From an optimization exercise on the open Yosys and OpenROAD flow, aimed at small area and a short achievable clock period; shortcuts taken in it are not production practice. In this exercise RTL edits were held to simulation tests only and were not proved equivalent to the original. Power is estimated from default activity; no workload was simulated.

**flow/flow/run.sh**
```bash
#!/bin/bash
# Standard ORFS layout (standard.sh's make command) with these changes:
#  - port buffers are buf_1 cells, sized up later by the repair steps where timing needs it;
#  - the clock tree uses clkbuf_8 cells in clusters of at most 15 sinks, without dummy loads;
#  - pins are placed by port, one port per side (io.tcl);
#  - delay cells and the weak a222oi are added to DONT_USE_CELLS, through a config file
#    that includes the standard flow's config.mk.
# The make output goes to flow_make.log; each ORFS step logs under orfs/logs.
set -euo pipefail
here=$(cd "$(dirname "$0")" && pwd)
work=$(pwd)
export BUFFER_PORTS_ARGS="-buffer_cell sky130_fd_sc_hd__buf_1"
export CTS_ARGS="-sink_clustering_enable -repair_clock_nets -dont_use_dummy_load -buf_list sky130_fd_sc_hd__clkbuf_8 -sink_clustering_size 15 -sink_clustering_max_diameter 50"
export IO_CONSTRAINTS="$here/io.tcl"
dont=""
for c in clkdlybuf4s15_1 clkdlybuf4s15_2 clkdlybuf4s18_1 clkdlybuf4s18_2 clkdlybuf4s25_1 \
         clkdlybuf4s25_2 clkdlybuf4s50_1 clkdlybuf4s50_2 dlygate4sd1_1 dlygate4sd2_1 \
         dlygate4sd3_1 dlymetal6s2s_1 dlymetal6s4s_1 dlymetal6s6s_1 a222oi_1; do
  dont="$dont sky130_fd_sc_hd__$c"
done
printf 'include %s\nexport DONT_USE_CELLS =%s\n' "$work/config.mk" "$dont" > "$work/flow_config.mk"
sed "s#DESIGN_CONFIG=[^ ]*#DESIGN_CONFIG=$work/flow_config.mk#" standard.sh > flow_standard.sh
bash flow_standard.sh > flow_make.log 2>&1
```
**flow/flow/io.tcl**
```tcl
# Pin sides: port p's pins on side p (left, top, right, bottom), its TX handshake, key bits and
# ready in one ordered group; the register bus in one block on the left
set_io_pin_constraint -group -order -pin_names {sa_valid_i[0] sa_first_i[0] sa_last_i[0] sa_data_i[0] sa_data_i[1] sa_data_i[2] sa_data_i[3] sa_data_i[4] sa_data_i[5] sa_data_i[6] sa_data_i[7] sa_ready_o[0]}
set_io_pin_constraint -region left:* -pin_names {sa_valid_i[0] sa_first_i[0] sa_last_i[0] sa_data_i[0] sa_data_i[1] sa_data_i[2] sa_data_i[3] sa_data_i[4] sa_data_i[5] sa_data_i[6] sa_data_i[7] sa_ready_o[0]}
set_io_pin_constraint -region left:* -pin_names {sa_data_i[8] sa_data_i[9] sa_data_i[10] sa_data_i[11] sa_data_i[12] sa_data_i[13] sa_data_i[14] sa_data_i[15] sa_data_i[16] sa_data_i[17] sa_data_i[18] sa_data_i[19] sa_data_i[20] sa_data_i[21] sa_data_i[22] sa_data_i[23] sa_data_i[24] sa_data_i[25] sa_data_i[26] sa_data_i[27] sa_data_i[28] sa_data_i[29] sa_data_i[30] sa_data_i[31] sa_data_o[0] sa_data_o[1] sa_data_o[2] sa_data_o[3] sa_data_o[4] sa_data_o[5] sa_data_o[6] sa_data_o[7] sa_data_o[8] sa_data_o[9] sa_data_o[10] sa_data_o[11] sa_data_o[12] sa_data_o[13] sa_data_o[14] sa_data_o[15] sa_data_o[16] sa_data_o[17] sa_data_o[18] sa_data_o[19] sa_data_o[20] sa_data_o[21] sa_data_o[22] sa_data_o[23] sa_data_o[24] sa_data_o[25] sa_data_o[26] sa_data_o[27] sa_data_o[28] sa_data_o[29] sa_data_o[30] sa_data_o[31] sa_ready_i[0] sa_valid_o[0] sa_first_o[0] sa_last_o[0]}
set_io_pin_constraint -group -order -pin_names {sa_valid_i[1] sa_first_i[1] sa_last_i[1] sa_data_i[32] sa_data_i[33] sa_data_i[34] sa_data_i[35] sa_data_i[36] sa_data_i[37] sa_data_i[38] sa_data_i[39] sa_ready_o[1]}
set_io_pin_constraint -region top:* -pin_names {sa_valid_i[1] sa_first_i[1] sa_last_i[1] sa_data_i[32] sa_data_i[33] sa_data_i[34] sa_data_i[35] sa_data_i[36] sa_data_i[37] sa_data_i[38] sa_data_i[39] sa_ready_o[1]}
set_io_pin_constraint -region top:* -pin_names {sa_data_i[40] sa_data_i[41] sa_data_i[42] sa_data_i[43] sa_data_i[44] sa_data_i[45] sa_data_i[46] sa_data_i[47] sa_data_i[48] sa_data_i[49] sa_data_i[50] sa_data_i[51] sa_data_i[52] sa_data_i[53] sa_data_i[54] sa_data_i[55] sa_data_i[56] sa_data_i[57] sa_data_i[58] sa_data_i[59] sa_data_i[60] sa_data_i[61] sa_data_i[62] sa_data_i[63] sa_data_o[32] sa_data_o[33] sa_data_o[34] sa_data_o[35] sa_data_o[36] sa_data_o[37] sa_data_o[38] sa_data_o[39] sa_data_o[40] sa_data_o[41] sa_data_o[42] sa_data_o[43] sa_data_o[44] sa_data_o[45] sa_data_o[46] sa_data_o[47] sa_data_o[48] sa_data_o[49] sa_data_o[50] sa_data_o[51] sa_data_o[52] sa_data_o[53] sa_data_o[54] sa_data_o[55] sa_data_o[56] sa_data_o[57] sa_data_o[58] sa_data_o[59] sa_data_o[60] sa_data_o[61] sa_data_o[62] sa_data_o[63] sa_ready_i[1] sa_valid_o[1] sa_first_o[1] sa_last_o[1]}
set_io_pin_constraint -group -order -pin_names {sa_valid_i[2] sa_first_i[2] sa_last_i[2] sa_data_i[64] sa_data_i[65] sa_data_i[66] sa_data_i[67] sa_data_i[68] sa_data_i[69] sa_data_i[70] sa_data_i[71] sa_ready_o[2]}
set_io_pin_constraint -region right:* -pin_names {sa_valid_i[2] sa_first_i[2] sa_last_i[2] sa_data_i[64] sa_data_i[65] sa_data_i[66] sa_data_i[67] sa_data_i[68] sa_data_i[69] sa_data_i[70] sa_data_i[71] sa_ready_o[2]}
set_io_pin_constraint -region right:* -pin_names {sa_data_i[72] sa_data_i[73] sa_data_i[74] sa_data_i[75] sa_data_i[76] sa_data_i[77] sa_data_i[78] sa_data_i[79] sa_data_i[80] sa_data_i[81] sa_data_i[82] sa_data_i[83] sa_data_i[84] sa_data_i[85] sa_data_i[86] sa_data_i[87] sa_data_i[88] sa_data_i[89] sa_data_i[90] sa_data_i[91] sa_data_i[92] sa_data_i[93] sa_data_i[94] sa_data_i[95] sa_data_o[64] sa_data_o[65] sa_data_o[66] sa_data_o[67] sa_data_o[68] sa_data_o[69] sa_data_o[70] sa_data_o[71] sa_data_o[72] sa_data_o[73] sa_data_o[74] sa_data_o[75] sa_data_o[76] sa_data_o[77] sa_data_o[78] sa_data_o[79] sa_data_o[80] sa_data_o[81] sa_data_o[82] sa_data_o[83] sa_data_o[84] sa_data_o[85] sa_data_o[86] sa_data_o[87] sa_data_o[88] sa_data_o[89] sa_data_o[90] sa_data_o[91] sa_data_o[92] sa_data_o[93] sa_data_o[94] sa_data_o[95] sa_ready_i[2] sa_valid_o[2] sa_first_o[2] sa_last_o[2]}
set_io_pin_constraint -group -order -pin_names {sa_valid_i[3] sa_first_i[3] sa_last_i[3] sa_data_i[96] sa_data_i[97] sa_data_i[98] sa_data_i[99] sa_data_i[100] sa_data_i[101] sa_data_i[102] sa_data_i[103] sa_ready_o[3]}
set_io_pin_constraint -region bottom:* -pin_names {sa_valid_i[3] sa_first_i[3] sa_last_i[3] sa_data_i[96] sa_data_i[97] sa_data_i[98] sa_data_i[99] sa_data_i[100] sa_data_i[101] sa_data_i[102] sa_data_i[103] sa_ready_o[3]}
set_io_pin_constraint -region bottom:* -pin_names {sa_data_i[104] sa_data_i[105] sa_data_i[106] sa_data_i[107] sa_data_i[108] sa_data_i[109] sa_data_i[110] sa_data_i[111] sa_data_i[112] sa_data_i[113] sa_data_i[114] sa_data_i[115] sa_data_i[116] sa_data_i[117] sa_data_i[118] sa_data_i[119] sa_data_i[120] sa_data_i[121] sa_data_i[122] sa_data_i[123] sa_data_i[124] sa_data_i[125] sa_data_i[126] sa_data_i[127] sa_data_o[96] sa_data_o[97] sa_data_o[98] sa_data_o[99] sa_data_o[100] sa_data_o[101] sa_data_o[102] sa_data_o[103] sa_data_o[104] sa_data_o[105] sa_data_o[106] sa_data_o[107] sa_data_o[108] sa_data_o[109] sa_data_o[110] sa_data_o[111] sa_data_o[112] sa_data_o[113] sa_data_o[114] sa_data_o[115] sa_data_o[116] sa_data_o[117] sa_data_o[118] sa_data_o[119] sa_data_o[120] sa_data_o[121] sa_data_o[122] sa_data_o[123] sa_data_o[124] sa_data_o[125] sa_data_o[126] sa_data_o[127] sa_ready_i[3] sa_valid_o[3] sa_first_o[3] sa_last_o[3]}
set_io_pin_constraint -group -order -pin_names {ctl_addr_i[8] ctl_addr_i[9] ctl_addr_i[10] ctl_addr_i[11] ctl_addr_i[4] ctl_addr_i[5] ctl_addr_i[0] ctl_addr_i[1] ctl_addr_i[2] ctl_read_i ctl_write_i ctl_rdvalid_o ctl_wrdata_i[0] ctl_rddata_o[0] ctl_wrdata_i[1] ctl_rddata_o[1] ctl_wrdata_i[2] ctl_rddata_o[2] ctl_wrdata_i[3] ctl_rddata_o[3] ctl_wrdata_i[4] ctl_rddata_o[4] ctl_wrdata_i[5] ctl_rddata_o[5] ctl_wrdata_i[6] ctl_rddata_o[6] ctl_wrdata_i[7] ctl_rddata_o[7] ctl_wrdata_i[8] ctl_rddata_o[8] ctl_wrdata_i[9] ctl_rddata_o[9] ctl_wrdata_i[10] ctl_rddata_o[10] ctl_wrdata_i[11] ctl_rddata_o[11] ctl_wrdata_i[12] ctl_rddata_o[12] ctl_wrdata_i[13] ctl_rddata_o[13] ctl_wrdata_i[14] ctl_rddata_o[14] ctl_wrdata_i[15] ctl_rddata_o[15] ctl_wrdata_i[16] ctl_rddata_o[16] ctl_wrdata_i[17] ctl_rddata_o[17] ctl_wrdata_i[18] ctl_rddata_o[18]}
set_io_pin_constraint -region left:* -pin_names {ctl_addr_i[8] ctl_addr_i[9] ctl_addr_i[10] ctl_addr_i[11] ctl_addr_i[4] ctl_addr_i[5] ctl_addr_i[0] ctl_addr_i[1] ctl_addr_i[2] ctl_read_i ctl_write_i ctl_rdvalid_o ctl_wrdata_i[0] ctl_rddata_o[0] ctl_wrdata_i[1] ctl_rddata_o[1] ctl_wrdata_i[2] ctl_rddata_o[2] ctl_wrdata_i[3] ctl_rddata_o[3] ctl_wrdata_i[4] ctl_rddata_o[4] ctl_wrdata_i[5] ctl_rddata_o[5] ctl_wrdata_i[6] ctl_rddata_o[6] ctl_wrdata_i[7] ctl_rddata_o[7] ctl_wrdata_i[8] ctl_rddata_o[8] ctl_wrdata_i[9] ctl_rddata_o[9] ctl_wrdata_i[10] ctl_rddata_o[10] ctl_wrdata_i[11] ctl_rddata_o[11] ctl_wrdata_i[12] ctl_rddata_o[12] ctl_wrdata_i[13] ctl_rddata_o[13] ctl_wrdata_i[14] ctl_rddata_o[14] ctl_wrdata_i[15] ctl_rddata_o[15] ctl_wrdata_i[16] ctl_rddata_o[16] ctl_wrdata_i[17] ctl_rddata_o[17] ctl_wrdata_i[18] ctl_rddata_o[18]}
set_io_pin_constraint -region left:* -pin_names {ctl_addr_i[3] ctl_addr_i[6] ctl_addr_i[7] ctl_addr_i[12] ctl_addr_i[13] ctl_addr_i[14] ctl_addr_i[15] ctl_wrdata_i[19] ctl_wrdata_i[20] ctl_wrdata_i[21] ctl_wrdata_i[22] ctl_wrdata_i[23] ctl_wrdata_i[24] ctl_wrdata_i[25] ctl_wrdata_i[26] ctl_wrdata_i[27] ctl_wrdata_i[28] ctl_wrdata_i[29] ctl_wrdata_i[30] ctl_wrdata_i[31] ctl_rddata_o[19] ctl_rddata_o[20] ctl_rddata_o[21] ctl_rddata_o[22] ctl_rddata_o[23] ctl_rddata_o[24] ctl_rddata_o[25] ctl_rddata_o[26] ctl_rddata_o[27] ctl_rddata_o[28] ctl_rddata_o[29] ctl_rddata_o[30] ctl_rddata_o[31] rst_n_i}
```
**flow/standard.sh**
```bash
#!/bin/bash
# synth_recipe.tcl (not shown) runs the flow's synth.tcl, then flattens the netlist and writes it again
# the make line also repeats each setting of config.mk as NAME=value (left out here)
make -C /OpenROAD-flow-scripts/flow DESIGN_CONFIG=/design/flow/config.mk WORK_HOME=/design/flow/orfs CLKGATE_MAP_FILE= SYNTH_SCRIPT=/design/flow/synth_recipe.tcl "${@:-finish}"
```
**flow/config.mk**
```make
export PLATFORM = sky130hd
export DESIGN_NAME = silicon_net_top
export DESIGN_NICKNAME = silicon_net_top
export VERILOG_FILES = /design/flow/design.v
export SDC_FILE = /design/flow/constraint.sdc
export NUM_CORES = 4
export LEC_CHECK = 0
export CAP_MARGIN = 20
export CORE_MARGIN = 2
export CORE_UTILIZATION = 60
export SETUP_SLACK_MARGIN = 3.0
export SLEW_MARGIN = 20
```
**flow/constraint.sdc**
```tcl
create_clock -name core_clock -period 7.0 [get_ports {clk}]
set_input_delay 1.4000 -clock core_clock [delete_from_list [all_inputs] [get_ports {clk}]]
set_output_delay 1.4000 -clock core_clock [all_outputs]
set_load 0.01 [all_outputs]
```
**flow/design.v**
```verilog
package net_pkg;
    localparam int NUM_PORTS   = 4;
    localparam int PORT_W      = 2;
    localparam int DATA_W      = 32;
    localparam int KEY_W       = 8;
    localparam int NUM_ENTRIES = 8;
    localparam int ENTRY_W     = 3;
    localparam int CNT_W       = 16;
    localparam int ADDR_W      = 16;
    localparam int KEY_LSB     = 0;
    localparam int MASK_LSB    = 8;
    localparam int EP_LSB      = 16;
    localparam int VALID_BIT   = 18;
    localparam int IDX_LSB     = 0;
    localparam int PORT_LSB    = 4;
    localparam int OP_LSB      = 8;
    typedef enum logic [3:0] {
        OP_WRITE_ENTRY  = 4'd1,
        OP_READ_ENTRY   = 4'd2,
        OP_READ_COUNTER = 4'd3
    } ctl_op_e;
    typedef enum logic {
        CNT_FORWARDED = 1'b0,
        CNT_DROPPED   = 1'b1
    } cnt_sel_e;
endpackage
`timescale 1ns/1ps
module silicon_net_top (
    input  logic          clk,
    input  logic          rst_n_i,
    output logic [127:0]  sa_data_o,
    output logic [3:0]    sa_valid_o,
    output logic [3:0]    sa_first_o,
    output logic [3:0]    sa_last_o,
    input  logic [3:0]    sa_ready_i,
    input  logic [127:0]  sa_data_i,
    input  logic [3:0]    sa_valid_i,
    input  logic [3:0]    sa_first_i,
    input  logic [3:0]    sa_last_i,
    output logic [3:0]    sa_ready_o,
    input  logic          ctl_read_i,
    input  logic          ctl_write_i,
    input  logic [15:0]   ctl_addr_i,
    input  logic [31:0]   ctl_wrdata_i,
    output logic [31:0]   ctl_rddata_o,
    output logic          ctl_rdvalid_o
);
    logic [3:0] op;
    logic [1:0] aport;
    logic [2:0] aidx;
    logic       tbl_wr;
    assign op     = ctl_addr_i[11:8];
    assign aport  = ctl_addr_i[5:4];
    assign aidx   = ctl_addr_i[2:0];
    assign tbl_wr = ctl_write_i && (op == 4'd1);
    logic [31:0]          tv_q;             
    logic [31:0][7:0]     tk_q;             
    logic [31:0][7:0]     tm_q;             
    logic [31:0][1:0]     te_q;             
    logic [31:0] ent_wr;
    always_comb begin
        for (int j = 0; j < 32; j++) ent_wr[j] = tbl_wr && ({aport, aidx} == 5'(j));
    end
    always_ff @(posedge clk or negedge rst_n_i) begin
        if (!rst_n_i) begin
            tv_q <= '0;
        end else begin
            for (int j = 0; j < 32; j++) begin
                if (ent_wr[j]) tv_q[j] <= ctl_wrdata_i[18];
            end
        end
    end
    always_ff @(posedge clk) begin
        for (int j = 0; j < 32; j++) begin
            if (ent_wr[j]) begin
                tk_q[j] <= ctl_wrdata_i[7:0];
                tm_q[j] <= ctl_wrdata_i[15:8];
                te_q[j] <= ctl_wrdata_i[17:16];
            end
        end
    end
    logic [3:0]      hit;
    logic [3:0][1:0] hit_ep;
    always_comb begin
        for (int p = 0; p < 4; p++) begin
            hit[p]    = 1'b0;
            hit_ep[p] = '0;
            for (int e = 7; e >= 0; e--) begin
                if (tv_q[8*p+e] && (((sa_data_i[32*p +: 8] ^ tk_q[8*p+e]) & tm_q[8*p+e]) == '0)) begin
                    hit[p]    = 1'b1;
                    hit_ep[p] = te_q[8*p+e];
                end
            end
        end
    end
    logic [3:0]      busy_q;
    logic [15:0]     own_q;             
    logic [3:0] owned;
    logic [3:0] own_rdy;
    always_comb begin
        owned   = '0;
        own_rdy = '0;
        for (int i = 0; i < 4; i++) begin
            for (int o = 0; o < 4; o++) begin
                owned[i]   = owned[i]   | (busy_q[o] & own_q[4*o+i]);
                own_rdy[i] = own_rdy[i] | (busy_q[o] & own_q[4*o+i] & sa_ready_i[o]);
            end
        end
    end
    logic [3:0] drop_q;
    logic [3:0] beat;
    logic [3:0] fwd_inc;
    logic [3:0] drop_inc;
    always_comb begin
        for (int p = 0; p < 4; p++) begin
            sa_ready_o[p] = own_rdy[p] || drop_q[p] || !(owned[p] || hit[p]);
            beat[p]       = sa_valid_i[p] && sa_ready_o[p];
            fwd_inc[p]    = sa_valid_i[p] && sa_last_i[p] && own_rdy[p];
            drop_inc[p]   = sa_valid_i[p] && sa_last_i[p] && !owned[p] && (drop_q[p] || !hit[p]);
        end
    end
    always_ff @(posedge clk or negedge rst_n_i) begin
        if (!rst_n_i) begin
            drop_q <= '0;
        end else begin
            for (int p = 0; p < 4; p++) begin
                if (beat[p]) drop_q[p] <= !sa_last_i[p] && !owned[p];
            end
        end
    end
    logic [15:0]     req;               
    logic [15:0]     gnt;               
    always_comb begin
        for (int o = 0; o < 4; o++) begin
            for (int i = 0; i < 4; i++) begin
                req[4*o+i] = sa_valid_i[i] && sa_first_i[i] && hit[i] && (hit_ep[i] == 2'(o));
            end
        end
    end
    always_comb begin
        for (int o = 0; o < 4; o++) begin
            for (int i = 0; i < 4; i++) begin
                gnt[4*o+i] = req[4*o+i] &&
                    ( own_q[4*o+(i+3)%4]
                    | (own_q[4*o+(i+2)%4] & !req[4*o+(i+3)%4])
                    | (own_q[4*o+(i+1)%4] & !req[4*o+(i+3)%4] & !req[4*o+(i+2)%4])
                    | (own_q[4*o+i]       & !req[4*o+(i+3)%4] & !req[4*o+(i+2)%4] & !req[4*o+(i+1)%4]));
            end
        end
    end
    always_ff @(posedge clk or negedge rst_n_i) begin
        if (!rst_n_i) begin
            busy_q <= '0;
            own_q  <= {4{4'b1000}};
        end else begin
            for (int o = 0; o < 4; o++) begin
                if (!busy_q[o]) begin
                    if (|req[4*o +: 4]) begin
                        busy_q[o] <= 1'b1;
                        own_q[4*o +: 4] <= gnt[4*o +: 4];
                    end
                end else if (sa_valid_o[o] && sa_ready_i[o] && sa_last_o[o]) begin
                    busy_q[o] <= 1'b0;
                end
            end
        end
    end
    always_comb begin
        for (int o = 0; o < 4; o++) begin
            sa_valid_o[o]         = busy_q[o] && |(own_q[4*o +: 4] & sa_valid_i);
            sa_first_o[o]         = |(own_q[4*o +: 4] & sa_first_i);
            sa_last_o[o]          = |(own_q[4*o +: 4] & sa_last_i);
            sa_data_o[32*o +: 32] = '0;
            for (int i = 0; i < 4; i++) begin
                sa_data_o[32*o +: 32] = sa_data_o[32*o +: 32] | ({32{own_q[4*o+i]}} & sa_data_i[32*i +: 32]);
            end
        end
    end
    logic [63:0]      fcnt_q;             
    logic [63:0]      dcnt_q;             
    logic [3:0]       finc_q;
    logic [3:0]       dinc_q;
    logic [63:0] fcnt_nx;
    logic [63:0] dcnt_nx;
    always_comb begin
        for (int p = 0; p < 4; p++) begin
            logic fc, dc;
            fc = finc_q[p];
            dc = dinc_q[p];
            for (int b = 0; b < 16; b++) begin
                fcnt_nx[16*p+b] = fcnt_q[16*p+b] ^ fc;
                dcnt_nx[16*p+b] = dcnt_q[16*p+b] ^ dc;
                fc = fc & fcnt_q[16*p+b];
                dc = dc & dcnt_q[16*p+b];
            end
        end
    end
    always_ff @(posedge clk or negedge rst_n_i) begin
        if (!rst_n_i) begin
            finc_q <= '0;
            dinc_q <= '0;
            fcnt_q <= '0;
            dcnt_q <= '0;
        end else begin
            finc_q <= fwd_inc;
            dinc_q <= drop_inc;
            fcnt_q <= fcnt_nx;
            dcnt_q <= dcnt_nx;
        end
    end
    logic       rd_pend_q;
    logic       rs_ent_q;
    logic       rs_cnt_q;
    logic [1:0] rs_port_q;
    logic [2:0] rs_idx_q;
    logic [18:0] rdata_q;
    always_ff @(posedge clk or negedge rst_n_i) begin
        if (!rst_n_i) begin
            rd_pend_q     <= 1'b0;
            ctl_rdvalid_o <= 1'b0;
        end else begin
            rd_pend_q     <= ctl_read_i;
            ctl_rdvalid_o <= rd_pend_q;
        end
    end
    always_ff @(posedge clk) begin
        rs_ent_q  <= (op == 4'd2);
        rs_cnt_q  <= (op == 4'd3);
        rs_port_q <= aport;
        rs_idx_q  <= aidx;
    end
    logic [31:0] ent_sel;
    logic [7:0]  cnt_sel;
    logic [18:0] ent_rd;
    logic [15:0] cnt_rd;
    always_comb begin
        for (int j = 0; j < 32; j++) ent_sel[j] = rs_ent_q && ({rs_port_q, rs_idx_q} == 5'(j));
        for (int j = 0; j < 8; j++)  cnt_sel[j] = rs_cnt_q && ({rs_port_q, rs_idx_q[0]} == 3'(j));
        ent_rd = '0;
        for (int j = 0; j < 32; j++)
            ent_rd = ent_rd | ({19{ent_sel[j]}} & {tv_q[j], te_q[j], tm_q[j], tk_q[j]});
        cnt_rd = '0;
        for (int j = 0; j < 4; j++)
            cnt_rd = cnt_rd | ({16{cnt_sel[2*j]}} & fcnt_q[16*j +: 16]) | ({16{cnt_sel[2*j+1]}} & dcnt_q[16*j +: 16]);
    end
    always_ff @(posedge clk) begin
        rdata_q <= ent_rd | {3'b000, cnt_rd};
    end
    assign ctl_rddata_o = {13'd0, rdata_q};
endmodule
```
==> summary.txt <==
-- report_power, final --
part	leakage (nW)	switching [mW]	internal (mW)
Sequential	7.98	0.266	5.19
Clock	0.575	1.61	1.02
Combinational	8.25	1.43	0.491
Total	16.8	3.30	6.70
-- path summary, 6_finish.rpt --
path | start | slack (ns) | to | depth (start not counted)
worst max-delay path | sa_data_i[2] | 1.93 | sa_ready_o[0] | 11
max in group asynchronous | rst_n_i | 4.92 | own_q[0]$_DFFE_PN0P_ | 2
worst max register to register | tk_q[31]$_DFFE_PP_ | 2.28 | drop_q[0]$_DFFE_PN0P_ | 28
worst min register to register | rd_pend_q$_DFF_PN0_ | 0.39 | ctl_rdvalid_o$_DFF_PN0_ | 0
worst min-delay path | rd_pend_q$_DFF_PN0_ | 0.39 | ctl_rdvalid_o$_DFF_PN0_ | 0
min in group asynchronous | rst_n_i | 0.59 | tv_q[4]$_DFFE_PN0P_ | 1
-- cell type report --
class,count,share of cell area (%)
timing repair buffer,617,7.94
multi-input combinational,1984,35.5
antenna,44,0.248
clock buffer,80,2.48
inverter,38,0.321
sequential,796,51.1
tap,846,2.38
-- Yosys cell counts (all sizes together) (63+ instances only) --
cell	count	area [um^2]
clkbuf	106	398
xor2	264	2310
nand2	270	1010
a221oi	108	958
dfrtp	190	4750
a22oi	543	4080
buf	63	454
a22o	107	937
nand4	92	576
edfxtp	576	17300
nor2	118	450
ha	120	1500
-- kinds of logic after synthesis --
| group | count (synthesis) | share of synthesized area [%] |
|---|---|---|
| compound gates | 893 | 18.4 |
| xor+xnor | 264 | 6.09 |
| fa+ha+maj | 120 | 3.96 |
| buf+inv | 207 | 2.62 |
| flops | 796 | 59.7 |
| mux | 36 | 1.06 |
| other cells | 1 | 0.00988 |
| simple gates | 658 | 8.11 |
-- flip-flops by register name, indices dropped and copies added (netlist names), 2 cells and up --
| signal | cells |
|---|---|
| rs_idx_q | 3 |
| tm_q | 256 |
| finc_q | 4 |
| dcnt_q | 64 |
| rdata_q | 19 |
| own_q | 16 |
| rs_port_q | 2 |
| dinc_q | 4 |
| drop_q | 4 |
| tv_q | 32 |
| te_q | 64 |
| tk_q | 256 |
| busy_q | 4 |
| fcnt_q | 64 |
-- what timing repair did --
action | in CTS | in global routing
gates resized for setup | 288 | 212
gates cloned | 1 | 0
pin swaps | 67 | 79
setup buffers | 100 | 33
endpoints found under the setup margin | 149 | 95
-- metal layers --
layer  GRT usage (%)  wire (um)
met1            68.0      60600
met2            78.0      75200
met3            42.0      43400
met4            55.3      27900
met5            6.73        874
-- metrics by stage --
stage / hold WS [ns] / power [mW] / utilization (%) / setup WS, ns
5_1_grt: 0.393 / 10.1 / 70.6 / 2.11
3_3_place_gp: 0.345 / 7.02 / 64.2 / 1.04
4_1_cts: 0.399 / 9.60 / 68.6 / 2.23
2_1_floorplan: 0.331 / 6.10 / - / 3.00
3_5_place_dp: 0.369 / 7.07 / 64.2 / 1.15
6_report: 0.395 / 10.0 / 70.7 / 1.93
==> impl_metrics.csv <==
group,metric,value,unit
clock_network,path_clk_slew,0.09,ns
die,fp.dieArea,0.0653,mm^2
timing,rsz0062_at_grt,"true",
routing,wire_per_inst,47.2,um
finish,nets,3833,
timing,finalCritPeriodShare,72.4,%
finish,register_area,0.0227,mm^2
setup_path,cp_max_fo,8,
placement,dp_cells,4144,
setup_path,cpMostUsedCell,"buf_6",
timing,max_freq,0.197,GHz
timing,setup-tns-final,0,ns
grt,track_usage,61.6,%
placement,placed_area,0.0404,mm^2
finish,fill_cells,4363,
logic_synthesis,synth-seq-cells,796,
logic_synthesis,ys_seq_area_share,59.7,%
finish,layout-drive-gt1-share,17.3,%
clock_network,cts_tree,"built",
setup_path,critPathArrivalTime,3.67,ns
die,initial_core_util,60.4,%
timing,drv_slew,0,
logic_synthesis,ys.flop_type,"edfxtp_1",
grt,grt_pass1_wl,271,mm
setup_path,path_class,"in -> out",
timing,finalHoldViolCount,0,
setup_path,cp_slowest_cell,"nor4_4",
setup_path,start_kind,"input pin",
logic_synthesis,synth_cells,2975,
timing,worst_pin_slew,1.31,ns
finish,final_area,0.0444,mm^2
grt,grt_pass1_vias,32500,
setup_path,crit_chain,"buf_6 -> xor2_2 -> a22oi_2 -> nand4_1 -> buf_6 -> nor2_2 -> nor4_4 -> nand2_2 -> buf_6 -> o21ai_4 -> buf_6",
setup_path,cp-end-kind,"output pin",
die,ios,373,
grt,grt_max_degree,175,
timing,setup_viol,0,
timing,period_minus_slack,5.07,ns
clock_network,cts_made_buffers,80,
finish,instances_no_fill,4405,
placement,place_congestion,1.17,
clock_network,clk_latency,0.78,ns
logic_synthesis,yosysUniqueCellTypes,84,
setup_path,path_buf_inv,4,
clock_network,htree_levels,3,
finish,multi_input_area,0.0158,mm^2
placement,io_buffers,339,
finish,area.growth.synth_to_final,17.0,%
timing,max-slew-margin-rel,12.8,%
clock_network,cts_buffer_depth,3,
power,p_per_area,225,mW/mm^2
min_path,hp-class,"reg -> reg",
clock_network,root_buffer,"clkbuf_8",
routing,via_count,36100,
routing,first_pass_iters,22,
clock_network,clkSinkCount,796,
die,fp.dieH,256,um
routing,ant_nets,0,
logic_synthesis,avgSynthCellArea,12.8,um^2
finish,layout_commonest_cell,"edfxtp_1",
logic_synthesis,netlist_area,0.0380,mm^2
routing,vias_per_cell,8.19,
grt,antenna_found_initial,52,
setup_path,critPathTopFamily,"simple AND/OR/NAND/NOR gates",
logic_synthesis,synth_edf_count,576,
logic_synthesis,yosysWarnings,1,
setup_path,cpPeakStageDelay,0.48,ns
status,status,"complete, no violations",
timing,clock_skew,0.125,ns
flow_run,drv_cap,0,
logic_synthesis,async_reset_ff_share,24.4,%
routing,drt-total-wl,208,mm
setup_path,crit_required,5.60,ns
finish,layout_common_cells,"576 x edfxtp_1, 507 x a22oi_1, 390 x buf_1",
die,die_w,256,um
routing,drtIter0Drc,9751,
power,power.leakage,16.8,nW
placement,dp_hpwl,151,mm
power,peakVddDrop,243,uV
die,fp.coreArea,0.0629,mm^2
grt,overflow,0,
clock_network,postCtsHoldBufs,0,
routing,drc,0,
die,num_rows,92,

==> what the ideal ports hide <==
How much do the figures lean on ideal ports? The routed layout below was timed once more, with nothing changed but the port constraints. Step 1 sets driving cells, clkbuf_16 on the clock port and buf_2 on the other inputs (assumed; they add their load-dependent delay and slew). Step 2 also shifts input and output timing later by t, the mid clock arrival at the registers, as if the neighbouring blocks saw the same clock. Three values: ideal ports, drivers, drivers and shift; two values: the first two.
t (ns): 0.765
setup WS [ns]: 1.933 / 1.878 / 1.263
hold slack, ns: 0.395 / 0.395 / 0.395
After both steps this run still meets setup and hold. For this run, drivers alone change the setup slack by -0.055 ns; drivers and shift together by -0.670 ns.
